This design comes from an exercise in tuning for small area, a short achievable clock period and few clock cycles on the open sky130 flow, not from production work. Function was checked by simulation only, so behaviour that the tests miss may differ from the original. No activity file was given, so power comes from the tool's default toggle rates.

## 03-06
==> flow/design.v <==
package isms_pkg;
  localparam int CAPACITY  = 64;
  localparam int CNT_W     = $clog2(CAPACITY + 1);
  localparam int VAL_W     = 32;
  localparam int CNT_OUT_W = 7;
  localparam logic [1:0] OP_INSERT = 2'd0;
  localparam logic [1:0] OP_REMOVE = 2'd1;
  localparam logic [1:0] OP_QUERY  = 2'd2;
  localparam logic [1:0] OP_CLEAR  = 2'd3;
  localparam logic [1:0] STAT_DONE      = 2'd0;
  localparam logic [1:0] STAT_DUPLICATE = 2'd1;
  localparam logic [1:0] STAT_NOT_FOUND = 2'd2;
  localparam logic [1:0] STAT_FULL      = 2'd3;
  localparam int N_ENTRY = 4;
endpackage
import isms_pkg::*;
module integer_set_membership_table (
  input  logic                                clk,
  input  logic                                rst,
  input  logic                                in_valid,
  output logic                                in_ready,
  input  logic [1:0]                          op,
  input  logic signed [isms_pkg::VAL_W-1:0]   value,
  output logic                                out_valid,
  input  logic                                out_ready,
  output logic                                was_present,
  output logic [1:0]                          status,
  output logic [isms_pkg::CNT_OUT_W-1:0]      member_count
);
  localparam int N = CAPACITY;
  localparam int W = VAL_W;
  localparam int S = N / N_ENTRY;
  localparam int G = 8;             
  logic         ap_v;
  logic [1:0]   ap_op;
  logic [W-1:0] ap_key;
  logic [G-1:0] ap_any;     
  logic [N-1:0][W-1:0] ring;
  logic [N-1:0]        ring_v;
  logic [CNT_W-1:0]    count;
  logic [1:0] q_n;
  logic [9:0] q0, q1;
  logic [N_ENTRY-1:0] hole;
  logic [N_ENTRY-1:0] take;
  for (genvar j = 0; j < N_ENTRY; j++) begin : g_hole
    assign hole[j] = !ring_v[(j * S + N - 1) % N];
  end
  always_comb begin
    take = '0;
    for (int j = N_ENTRY - 1; j >= 0; j--) begin
      if (hole[j]) take = N_ENTRY'(1) << j;
    end
  end
  logic go, is_ins, is_clr, full, present, ins_ok;
  assign is_ins  = (ap_op == OP_INSERT);
  assign is_clr  = (ap_op == OP_CLEAR);
  assign full    = (count == CNT_W'(CAPACITY));
  assign go      = ap_v && !q_n[1] && !(is_ins && !full && !(|hole));
  assign present = |ap_any;
  assign ins_ok  = go && is_ins && !present && !full;
  logic [1:0]       stat;
  logic [CNT_W-1:0] count_next;
  always_comb begin
    stat       = STAT_DONE;
    count_next = count;
    case (ap_op)
      OP_INSERT: begin
        if (present)   stat = STAT_DUPLICATE;
        else if (full) stat = STAT_FULL;
        else           count_next = count + CNT_W'(1);
      end
      OP_REMOVE: begin
        if (!present)  stat = STAT_NOT_FOUND;
        else           count_next = count - CNT_W'(1);
      end
      OP_CLEAR:        count_next = '0;
      default: ;
    endcase
  end
  logic [9:0] res;
  assign res = {present && !is_clr, stat, CNT_OUT_W'(count_next)};
  logic [N-1:0] hit;
  logic         same;
  for (genvar p = 0; p < N; p++) begin : g_cmp
    assign hit[p] = ring_v[p] && (ring[p] == value);
  end
  assign same = (ap_key == value);
  logic in_fire, t_rem, t_clr, put;
  assign in_fire = in_valid && in_ready;
  assign t_rem   = in_fire && (op == OP_REMOVE);
  assign t_clr   = in_fire && (op == OP_CLEAR);
  assign put     = go && is_ins && !full && same;
  logic [N-1:0] ring_v_n;
  logic         ap_v_n;
  logic [1:0]   ap_op_n, q_n_n;
  logic         pop;
  assign pop = q_n[0] && out_ready;
  always_comb begin
    for (int p = 0; p < N; p++) begin
      if (p % S == 0 && take[p / S])
        ring_v_n[p] = ins_ok && !(t_rem && same) && !t_clr;
      else
        ring_v_n[p] = ring_v[(p + N - 1) % N] && !(t_rem && hit[(p + N - 1) % N])
                      && !t_clr;
    end
    ap_v_n  = in_fire || (ap_v && !go);
    ap_op_n = in_fire ? op : ap_op;
    case ({go, pop})
      2'b10:   q_n_n = {q_n[0], 1'b1};
      2'b01:   q_n_n = {1'b0, q_n[1]};
      default: q_n_n = q_n;
    endcase
  end
  logic hole_any_n, full_n, go_n;
  always_comb begin
    hole_any_n = t_clr;
    for (int j = 0; j < N_ENTRY; j++) hole_any_n |= !ring_v[(j * S + N - 2) % N];
  end
  assign full_n = go ? (count_next == CNT_W'(CAPACITY)) : full;
  assign go_n   = ap_v_n && !q_n_n[1] && !((ap_op_n == OP_INSERT) && !full_n && !hole_any_n);
  always_ff @(posedge clk) begin
    for (int p = 0; p < N; p++) begin
      if (p % S == 0 && take[p / S])
        ring[p] <= ap_key;
      else
        ring[p] <= ring[(p + N - 1) % N];
    end
  end
  always_ff @(posedge clk) begin
    if (rst) begin
      ring_v   <= '0;
      count    <= '0;
      ap_v     <= 1'b0;
      q_n      <= 2'b00;
      in_ready <= 1'b1;
    end else begin
      ring_v   <= ring_v_n;
      if (go) count <= count_next;
      ap_v     <= ap_v_n;
      q_n      <= q_n_n;
      in_ready <= !ap_v_n || go_n;
    end
  end
  always_ff @(posedge clk) begin
    if (in_ready) begin
      ap_op  <= op;
      ap_key <= value;
      for (int g = 0; g < G; g++)
        ap_any[g] <= (|hit[g * (N / G) +: N / G]) || (g == 0 && put);
    end
  end
  always_ff @(posedge clk) begin
    if (pop) begin
      q0 <= (go && !q_n[1]) ? res : q1;
      if (go) q1 <= res;
    end else if (go) begin
      if (!q_n[0]) q0 <= res;
      else         q1 <= res;
    end
  end
  assign out_valid    = q_n[0];
  assign was_present  = q0[9];
  assign status       = q0[8:7];
  assign member_count = q0[6:0];
endmodule
make LEC_CHECK=0 CAP_MARGIN=20 CORE_MARGIN=2 CORE_UTILIZATION=55 CTS_BUF_LIST=sky130_fd_sc_hd__clkbuf_8 SETUP_SLACK_MARGIN=3.5 SLEW_MARGIN=20 finish   # period 6.0 ns
run.sh (not shown) runs the stock make flow with config.mk's settings and CLKGATE_MAP_FILE= SYNTH_SCRIPT=/design/flow/synth_recipe.tcl, a recipe that flattens the netlist after the stock synthesis.
Testbench counts of 03-06, summed over its fixed seeds: cycles 5,720.
diff inputs: 03-06 => 02-20
--- a/flow/design.v
+++ b/flow/design.v
@@ -31,5 +31,5 @@
   localparam int W = VAL_W;
   localparam int S = N / N_ENTRY;
-  localparam int G = 8;             
+  localparam int G = 4;             
   logic         ap_v;
   logic [1:0]   ap_op;
[summary]
03-06 and 02-20 ended up with nearly the same synthesized cell count. Minimum clock period came out lower on 02-20 than on 03-06. 02-20 and 03-06 ended up with roughly the same final non-filler cell area. The first-pass GRT wire length reported for 02-20 is smaller than that of 03-06 by about 2.8%. Comparing 03-06 and 02-20, the higher largest fanout on the critical path was measured on 03-06. 02-20 vs 03-06 — multi-input logic portion of the cell area dropped 0.26 points. In terms of synthesized-area fraction occupied by and/or/nand/nor cells, 03-06 and 02-20 differ only marginally. 02-20 vs 03-06 — actual slew at the worst max-slew pin dropped 420 ps. Floorplan die area delta (02-20 -> 03-06): insignificant. For number of flops mapped to enable cells by yosys, dividing the value from 03-06 by the value from 02-20 gives 1.07.
Testbench counts of 02-20, summed over its fixed seeds: cycles 5,720.

========
== old ==
Starts from the design.v that is shown in full above.
make LEC_CHECK=0 CAP_MARGIN=20 CORE_MARGIN=2 CORE_UTILIZATION=55 CTS_CLUSTER_DIAMETER=100 CTS_CLUSTER_SIZE=24 SETUP_SLACK_MARGIN=3.5 SLEW_MARGIN=20 TNS_END_PERCENT=10 finish   # period 6.0 ns
Testbench counts of old, summed over its fixed seeds: cycles 5,720.
Changes in new relative to old:
-- flow/design.v --
<<< old, line 12
  localparam logic [1:0] STAT_NOT_FOUND = 2'd2;
  localparam logic [1:0] STAT_FULL      = 2'd3;
  localparam int N_ENTRY = 4;
endpackage
import isms_pkg::*;
>>> new, line 12
  localparam logic [1:0] STAT_NOT_FOUND = 2'd2;
  localparam logic [1:0] STAT_FULL      = 2'd3;
  localparam int N_ENTRY = 8;
endpackage
import isms_pkg::*;
==> comparison <==
- Post-route minimum period delta (new − old): unfavourable
- When the final numbers for old and new were put side by side, the total global-route track usage turned out to be smaller in old.
- Compared with old, in new post-synthesis instance total grew by 198, die area grew by 3800 µm², combinational power grew by about 20%, met3 capacity usage during global routing grew by 1.9 points, global-route track usage on met1 grew by 3.0 points.
- Against old, via count normalized by instance count in new rose by a few percent.
Testbench counts of new, summed over its fixed seeds: cycles 5,651.

========
Another version of the RTL of integer_set_membership_table (not shown whole).
Size: ~2200 flip-flops, ~0.074 mm2 of cells after synthesis.
==> module integer_set_membership_table, before the edit <==
module integer_set_membership_table (
  input  logic                                clk,
  input  logic                                rst,
  input  logic                                in_valid,
  output logic                                in_ready,
  input  logic [1:0]                          op,
  input  logic signed [isms_pkg::VAL_W-1:0]   value,
  output logic                                out_valid,
  input  logic                                out_ready,
  output logic                                was_present,
  output logic [1:0]                          status,
  output logic [isms_pkg::CNT_OUT_W-1:0]      member_count
);
  localparam int N = CAPACITY;
  localparam int W = VAL_W;
  localparam int S = N / N_ENTRY;
  logic         ap_v;
  logic [1:0]   ap_op;
  logic [W-1:0] ap_key;
  logic [N-1:0] ap_hit;     
  logic [3:0]   ap_any;     
  logic [N-1:0][W-1:0] ring;
  logic [N-1:0]        ring_v;
  logic [CNT_W-1:0]    count;
  logic [1:0] q_n;
  logic [9:0] q0, q1;
  logic [N_ENTRY-1:0] hole;
  logic [N_ENTRY-1:0] take;
  for (genvar j = 0; j < N_ENTRY; j++) begin : g_hole
    assign hole[j] = !ring_v[(j * S + N - 1) % N];
  end
  always_comb begin
    take = '0;
    for (int j = N_ENTRY - 1; j >= 0; j--) begin
      if (hole[j]) take = N_ENTRY'(1) << j;
    end
  end
  logic go, is_ins, is_rem, is_clr, full, present, ins_ok, rm, clr;
  assign is_ins  = (ap_op == OP_INSERT);
  assign is_rem  = (ap_op == OP_REMOVE);
  assign is_clr  = (ap_op == OP_CLEAR);
  assign full    = (count == CNT_W'(CAPACITY));
  assign go      = ap_v && !q_n[1] && !(is_ins && !full && !(|hole));
  assign present = |ap_any;
  assign ins_ok  = go && is_ins && !present && !full;
  assign rm      = go && is_rem;
  assign clr     = go && is_clr;
  logic [1:0]       stat;
  logic [CNT_W-1:0] count_next;
  always_comb begin
    stat       = STAT_DONE;
    count_next = count;
    case (ap_op)
      OP_INSERT: begin
        if (present)   stat = STAT_DUPLICATE;
        else if (full) stat = STAT_FULL;
        else           count_next = count + CNT_W'(1);
      end
      OP_REMOVE: begin
        if (!present)  stat = STAT_NOT_FOUND;
        else           count_next = count - CNT_W'(1);
      end
      OP_CLEAR:        count_next = '0;
      default: ;
    endcase
  end
  logic [9:0] res;
  assign res = {present && !is_clr, stat, CNT_OUT_W'(count_next)};
  logic [N-1:0] hit;
  logic         same;
  for (genvar p = 0; p < N; p++) begin : g_cmp
    assign hit[p] = ring_v[p] && (ring[p] == value);
  end
  assign same = (ap_key == value);
  logic kill, in_fire, put;
  assign in_fire = in_valid && in_ready;
  assign kill    = go && (is_clr || (is_rem && same));
  assign put     = go && is_ins && !full && same;
  logic [N-1:0] src_hit, nxt_hit;
  assign src_hit = in_ready ? hit : ap_hit;
  always_comb begin
    for (int p = 0; p < N; p++) begin
      if (p % S == 0 && take[p / S])
        nxt_hit[p] = in_ready && put;
      else
        nxt_hit[p] = src_hit[(p + N - 1) % N];
    end
  end
  logic [N-1:0] ring_v_n;
  logic         ap_v_n;
  logic [1:0]   ap_op_n, q_n_n;
  logic         pop;
  assign pop = q_n[0] && out_ready;
  always_comb begin
    for (int p = 0; p < N; p++) begin
      if (p % S == 0 && take[p / S])
        ring_v_n[p] = ins_ok;
      else
        ring_v_n[p] = ring_v[(p + N - 1) % N] && !(rm && ap_hit[(p + N - 1) % N])
                      && !clr;
    end
    ap_v_n  = in_fire || (ap_v && !go);
    ap_op_n = in_fire ? op : ap_op;
    case ({go, pop})
      2'b10:   q_n_n = {q_n[0], 1'b1};
      2'b01:   q_n_n = {1'b0, q_n[1]};
      default: q_n_n = q_n;
    endcase
  end
  logic hole_any_n, full_n, go_n;
  always_comb begin
    hole_any_n = 1'b0;
    for (int j = 0; j < N_ENTRY; j++) hole_any_n |= !ring_v_n[(j * S + N - 1) % N];
  end
  assign full_n = go ? (count_next == CNT_W'(CAPACITY)) : full;
  assign go_n   = ap_v_n && !q_n_n[1] && !((ap_op_n == OP_INSERT) && !full_n && !hole_any_n);
  always_ff @(posedge clk) begin
    for (int p = 0; p < N; p++) begin
      if (p % S == 0 && take[p / S])
        ring[p] <= ap_key;
      else
        ring[p] <= ring[(p + N - 1) % N];
    end
  end
  always_ff @(posedge clk) begin
    if (rst) begin
      ring_v   <= '0;
      count    <= '0;
      ap_v     <= 1'b0;
      q_n      <= 2'b00;
      in_ready <= 1'b1;
    end else begin
      ring_v   <= ring_v_n;
      if (go) count <= count_next;
      ap_v     <= ap_v_n;
      q_n      <= q_n_n;
      in_ready <= !ap_v_n || go_n;
    end
  end
  always_ff @(posedge clk) begin
    if (in_ready) begin
      ap_op  <= op;
      ap_key <= value;
    end
    if (in_ready && kill) ap_hit <= '0;
    else                  ap_hit <= nxt_hit;
    if (in_ready) begin
      for (int g = 0; g < 4; g++)
        ap_any[g] <= !kill && ((|hit[g * (N / 4) +: N / 4]) || (g == 0 && put));
    end
  end
  always_ff @(posedge clk) begin
    if (pop) begin
      q0 <= (go && !q_n[1]) ? res : q1;
      if (go) q1 <= res;
    end else if (go) begin
      if (!q_n[0]) q0 <= res;
      else         q1 <= res;
    end
  end
  assign out_valid    = q_n[0];
  assign was_present  = q0[9];
  assign status       = q0[8:7];
  assign member_count = q0[6:0];
endmodule
Settings: LEC_CHECK=0, CAP_MARGIN=20, CORE_MARGIN=2, CORE_UTILIZATION=55, SETUP_SLACK_MARGIN=3.5, SLEW_MARGIN=20; clock period 6.0 ns.
Testbench counts at the start, summed over its fixed seeds: cycles 5,720.
Next try:
--- a/flow/design.v
+++ b/flow/design.v
@@ -32,11 +32,11 @@
   localparam int S = N / N_ENTRY;
   logic         ap_v;
   logic [1:0]   ap_op;
   logic [W-1:0] ap_key;
   logic [N-1:0] ap_hit;     
-  logic [3:0]   ap_any;     
+  logic         ap_any;     
   logic [N-1:0][W-1:0] ring;
   logic [N-1:0]        ring_v;
   logic [CNT_W-1:0]    count;
   logic [1:0] q_n;
   logic [9:0] q0, q1;
@@ -55,11 +55,11 @@
   assign is_ins  = (ap_op == OP_INSERT);
   assign is_rem  = (ap_op == OP_REMOVE);
   assign is_clr  = (ap_op == OP_CLEAR);
   assign full    = (count == CNT_W'(CAPACITY));
   assign go      = ap_v && !q_n[1] && !(is_ins && !full && !(|hole));
-  assign present = |ap_any;
+  assign present = ap_any;
   assign ins_ok  = go && is_ins && !present && !full;
   assign rm      = go && is_rem;
   assign clr     = go && is_clr;
   logic [1:0]       stat;
   logic [CNT_W-1:0] count_next;
@@ -158,14 +158,11 @@
       ap_op  <= op;
       ap_key <= value;
     end
     if (in_ready && kill) ap_hit <= '0;
     else                  ap_hit <= nxt_hit;
-    if (in_ready) begin
-      for (int g = 0; g < 4; g++)
-        ap_any[g] <= !kill && ((|hit[g * (N / 4) +: N / 4]) || (g == 0 && put));
-    end
+    if (in_ready)         ap_any <= !kill && ((|hit) || put);
   end
   always_ff @(posedge clk) begin
     if (pop) begin
       q0 <= (go && !q_n[1]) ? res : q1;
       if (go) q1 <= res;
What happened: The new run went through all stages and came out clean; global-route usage climbs by 1.9 points; total power went up by 1.4%; clock power rises by about 4%; register-to-register slack gains 80 ps; synthesized cell count is lower by 0.40%; routed wire length is higher by 1.6%.
Testbench counts after the change, summed over its fixed seeds: cycles 5,720.

[static timing again, ports no longer ideal]
The results above use ideal ports. As a check the final layouts listed here were re-extracted and re-timed, cells and wires unchanged. Step 1 sets driving cells, clkbuf_16 on the clock port and buf_2 on the other inputs (assumed; they add their load-dependent delay and slew). Step 2 moves the port delays by t, midway between the first and last clock arrival at a register: inputs arrive t later, outputs are due t later. That takes back most of the time a late clock gives input paths. a / b / c = ideal / step 1 / step 2; a / b = the first two.
run | t, ns | setup WS [ns] | worst setup path at the end | slew at the worst register clock pin (ns)
03-06 | 1.069 | 3.205 / 3.130 / 2.286 | input to register | 0.07 / 0.07
02-20 | 1.074 | 3.284 / 3.207 / 2.265 | input to register | 0.07 / 0.07
old | 0.832 | 3.420 / 3.191 / 2.359 | input to register | 0.11 / 0.11
new | 0.815 | 3.324 / 3.103 / 2.288 | input to register | 0.10 / 0.10
the first run of note 3 | 0.898 | 3.376 / 3.120 / 2.222 | input to register | 0.07 / 0.07
the second run of note 3 | 0.917 | 3.237 / 3.037 / 2.120 | input to register | 0.07 / 0.07
After both steps setup and hold are still met in every run listed. The setup slack of the first run of note 3, which loses most, moves by -0.256 ns with the drivers and by -1.154 ns with both steps.
